This is an optimization exercise on Yosys and OpenROAD, whose aim is small area and a short achievable clock period, not a production implementation.
In this exercise RTL edits were held to simulation tests only and were not proved equivalent to the original.
Power and IR drop assume default switching activity.

== the previous run ==
// pio_machine
module pio_machine (
  input  logic                    clk,
  input  logic                    reset,
  input  logic                    en,
  input  logic [15:0]             div_int,
  input  logic [9:0]             wrap,        
  input  logic [23:0]            pin_cfg,     
  input  logic [1:0]             shift_cfg,   
  input  logic                    prog_we,
  input  logic [5-1:0]    prog_addr,
  input  logic [16-1:0] prog_data,
  input  logic [32-1:0]  input_pins,
  input  logic [32-1:0]  din,
  input  logic                    empty,
  input  logic                    full,
  output logic [5-1:0]    pc,
  output logic                    push,
  output logic                    pull,
  output logic [32-1:0]  dout,
  output logic [32-1:0]  output_pins,
  output logic [32-1:0]  pin_directions,
  output logic [32-1:0]  output_pins_stb
);
make LEC_CHECK=0 ABC_AREA=1 CAP_MARGIN=20 CORE_MARGIN=2 CORE_UTILIZATION=55 CTS_BUF_LIST=sky130_fd_sc_hd__clkbuf_8 SETUP_SLACK_MARGIN=5 SLEW_MARGIN=20 finish   # period 10.0 ns
run.sh (not shown) runs the stock make flow with config.mk's settings and CLKGATE_MAP_FILE= SYNTH_SCRIPT=/design/flow/synth_recipe.tcl, a recipe that flattens the netlist after the stock synthesis.
Input changes introduced in the current run (baseline for comparison: the previous run):
==> flow/flow/run.sh (new file) <==
#!/bin/bash
# The standard layout (standard synthesis, floorplan, placement, CTS, routing) with
# config.mk's settings and two changes: the port buffers that placement inserts on every
# input and output are sky130_fd_sc_hd__buf_1 (timing repair still resizes them), and clock
# tree synthesis adds no dummy load cells. The make run's full output, including each
# tool's, goes to layout.log here; ORFS also keeps each step's log under orfs/logs/.
set -euo pipefail
bash standard.sh \
  "BUFFER_PORTS_ARGS=-buffer_cell sky130_fd_sc_hd__buf_1" \
  "CTS_ARGS=-sink_clustering_enable -repair_clock_nets -buf_list sky130_fd_sc_hd__clkbuf_8 -dont_use_dummy_load" \
  finish > layout.log 2>&1
==> flow/standard.sh (new file) <==
#!/bin/bash
# synth_recipe.tcl (not shown) runs the flow's synth.tcl, then flattens the netlist and writes it again
# the make line also repeats each setting of config.mk as NAME=value (left out here)
make -C /OpenROAD-flow-scripts/flow DESIGN_CONFIG=/design/flow/config.mk WORK_HOME=/design/flow/orfs CLKGATE_MAP_FILE= SYNTH_SCRIPT=/design/flow/synth_recipe.tcl "${@:-finish}"
removed: flow/run.sh
## What came out
- Of the previous run and the current run, the previous run shows the lower post-route worst setup slack, with the current run above it.
- Compared with the previous run, the current run shows a lower mean routed wirelength per cell.
- Going from the previous run to the current run, critical path depth picked up an extra 19; total of cells resized after clock tree synthesis shrank by 34; clock tree buffer count of the final layout fell by 11.
- In the flow results for the previous run and the current run, the reg2reg setup slack is larger on the current run.
- Compared with the previous run, the current run shows data arrival time of the critical path higher by 2.65 ns.
- The higher portion of total power attributed to combinational logic of the previous run and the current run is in the current run.

========
Another version of the RTL of pio_machine (not shown whole).
Size in the first run: ~5700 cells after synthesis, ~820 flip-flops.
==> flow/design.v (excerpt) <==
module pio_machine (
  input  logic                    clk,
  input  logic                    reset,
  input  logic                    en,
  input  logic [15:0]             div_int,
  input  logic [9:0]             wrap,        
  input  logic [23:0]            pin_cfg,     
  input  logic [1:0]             shift_cfg,   
  input  logic                    prog_we,
  input  logic [5-1:0]    prog_addr,
  input  logic [16-1:0] prog_data,
  input  logic [32-1:0]  input_pins,
  input  logic [32-1:0]  din,
  input  logic                    empty,
  input  logic                    full,
  output logic [5-1:0]    pc,
  output logic                    push,
  output logic                    pull,
  output logic [32-1:0]  dout,
  output logic [32-1:0]  output_pins,
  output logic [32-1:0]  pin_directions,
  output logic [32-1:0]  output_pins_stb
);
Settings: LEC_CHECK=0, ABC_AREA=1, CAP_MARGIN=20, CORE_MARGIN=2, CORE_UTILIZATION=40, SETUP_SLACK_MARGIN=5, SLEW_MARGIN=20; clock period 10.0 ns.
Stock flow here: none of the scripts above is used.
Change:
--- a/flow/config.mk
+++ b/flow/config.mk
@@ -11 +11,2 @@
-export CORE_UTILIZATION = 40
+export CORE_UTILIZATION = 55
+export CTS_BUF_LIST = sky130_fd_sc_hd__clkbuf_8
Outcome: Cell area drops by 3.1%. Clock power drops by 15%. Sequential share of layout area climbs by 1.3 points. Critical path depth climbs by 1. Die area drops by about 27%. Total power drops by about 7%. Combinational power drops by 6.5%. Worst hold slack is worse by 0.0042 ns. Wire length drops by about 11%. Setup slack is worse by 0.038 ns.

========
pio_machine, a different RTL version from the one above (not shown whole).
Size: roughly 6000 cells after synthesis, ~830 flip-flops, roughly 46000 µm² of cells after synthesis.
clock: 10.0 ns
lec_check: 0
abc_area: 1
cap_margin: 20
core_margin: 2
core_utilization: 55
cts_buf_list: sky130_fd_sc_hd__clkbuf_8
slew_margin: 20
standard.sh (not shown) runs the stock make flow with config.mk's settings and CLKGATE_MAP_FILE= SYNTH_SCRIPT=/design/flow/synth_recipe.tcl, a recipe that flattens the netlist after the stock synthesis.
==> flow/flow/run.sh <==
#!/bin/bash
set -euo pipefail
bash standard.sh SETUP_SLACK_MARGIN=5.7 \
  "BUFFER_PORTS_ARGS=-buffer_cell sky130_fd_sc_hd__buf_1" \
  "CTS_ARGS=-sink_clustering_enable -repair_clock_nets -buf_list sky130_fd_sc_hd__clkbuf_8 -dont_use_dummy_load" \
  finish > layout.log 2>&1
==> next run, changes <==
--- a/flow/flow/run.sh
+++ b/flow/flow/run.sh
@@ -3 +3 @@
-bash standard.sh SETUP_SLACK_MARGIN=5.7 \
+bash standard.sh SETUP_SLACK_MARGIN=5.5 \
Power went down by 1.6%. Clock skew went down by 6.8 ps. Via count went down by 0.37%.

[separate check: timing with driven ports]
The results above use ideal ports. As a check the final layouts listed here were re-extracted and re-timed, cells and wires unchanged.
Step 1: set_driving_cell puts a clkbuf_16 on clk and a buf_2 on each other input, an assumption about the parent block.
Step 2, shift: input delay + t, output delay - t, t = (earliest + latest rising clock arrival at the registers) / 2. This alone moves slack from input paths to output paths.
Three values: no drivers, after step 1, after step 2; two values: the first two.
| run | t (ns) | slack for setup (ns) | hold WS [ns] | latest minus earliest clock arrival (ns) | cell pins on the clock port's net |
|---|---|---|---|---|---|
| the previous run | 0.868 | 5.030 / 4.994 / 4.207 | 0.472 / 0.472 / 0.472 | 0.039 / 0.038 | 1 |
| the current run | 0.879 | 5.074 / 5.074 / 4.240 | 0.473 / 0.473 / 0.473 | 0.090 / 0.090 | 1 |
| the first run of note 2 | 0.752 | 5.050 / 4.918 / 4.317 | 0.476 / 0.476 / 0.476 | 0.067 / 0.067 | 1 |
| the second run of note 2 | 0.881 | 5.012 / 4.971 / 4.252 | 0.472 / 0.472 / 0.472 | 0.080 / 0.081 | 1 |
| the first run of note 3 | 0.873 | 5.640 / 5.613 / 4.877 | 0.482 / 0.482 / 0.482 | 0.081 / 0.082 | 1 |
| the second run of note 3 | 0.861 | 5.481 / 5.419 / 4.801 | 0.468 / 0.468 / 0.468 | 0.074 / 0.075 | 1 |
After both steps every run listed still meets setup and hold. For the current run, which loses most, drivers alone change the setup slack by 0.000 ns; drivers and shift together by -0.834 ns.
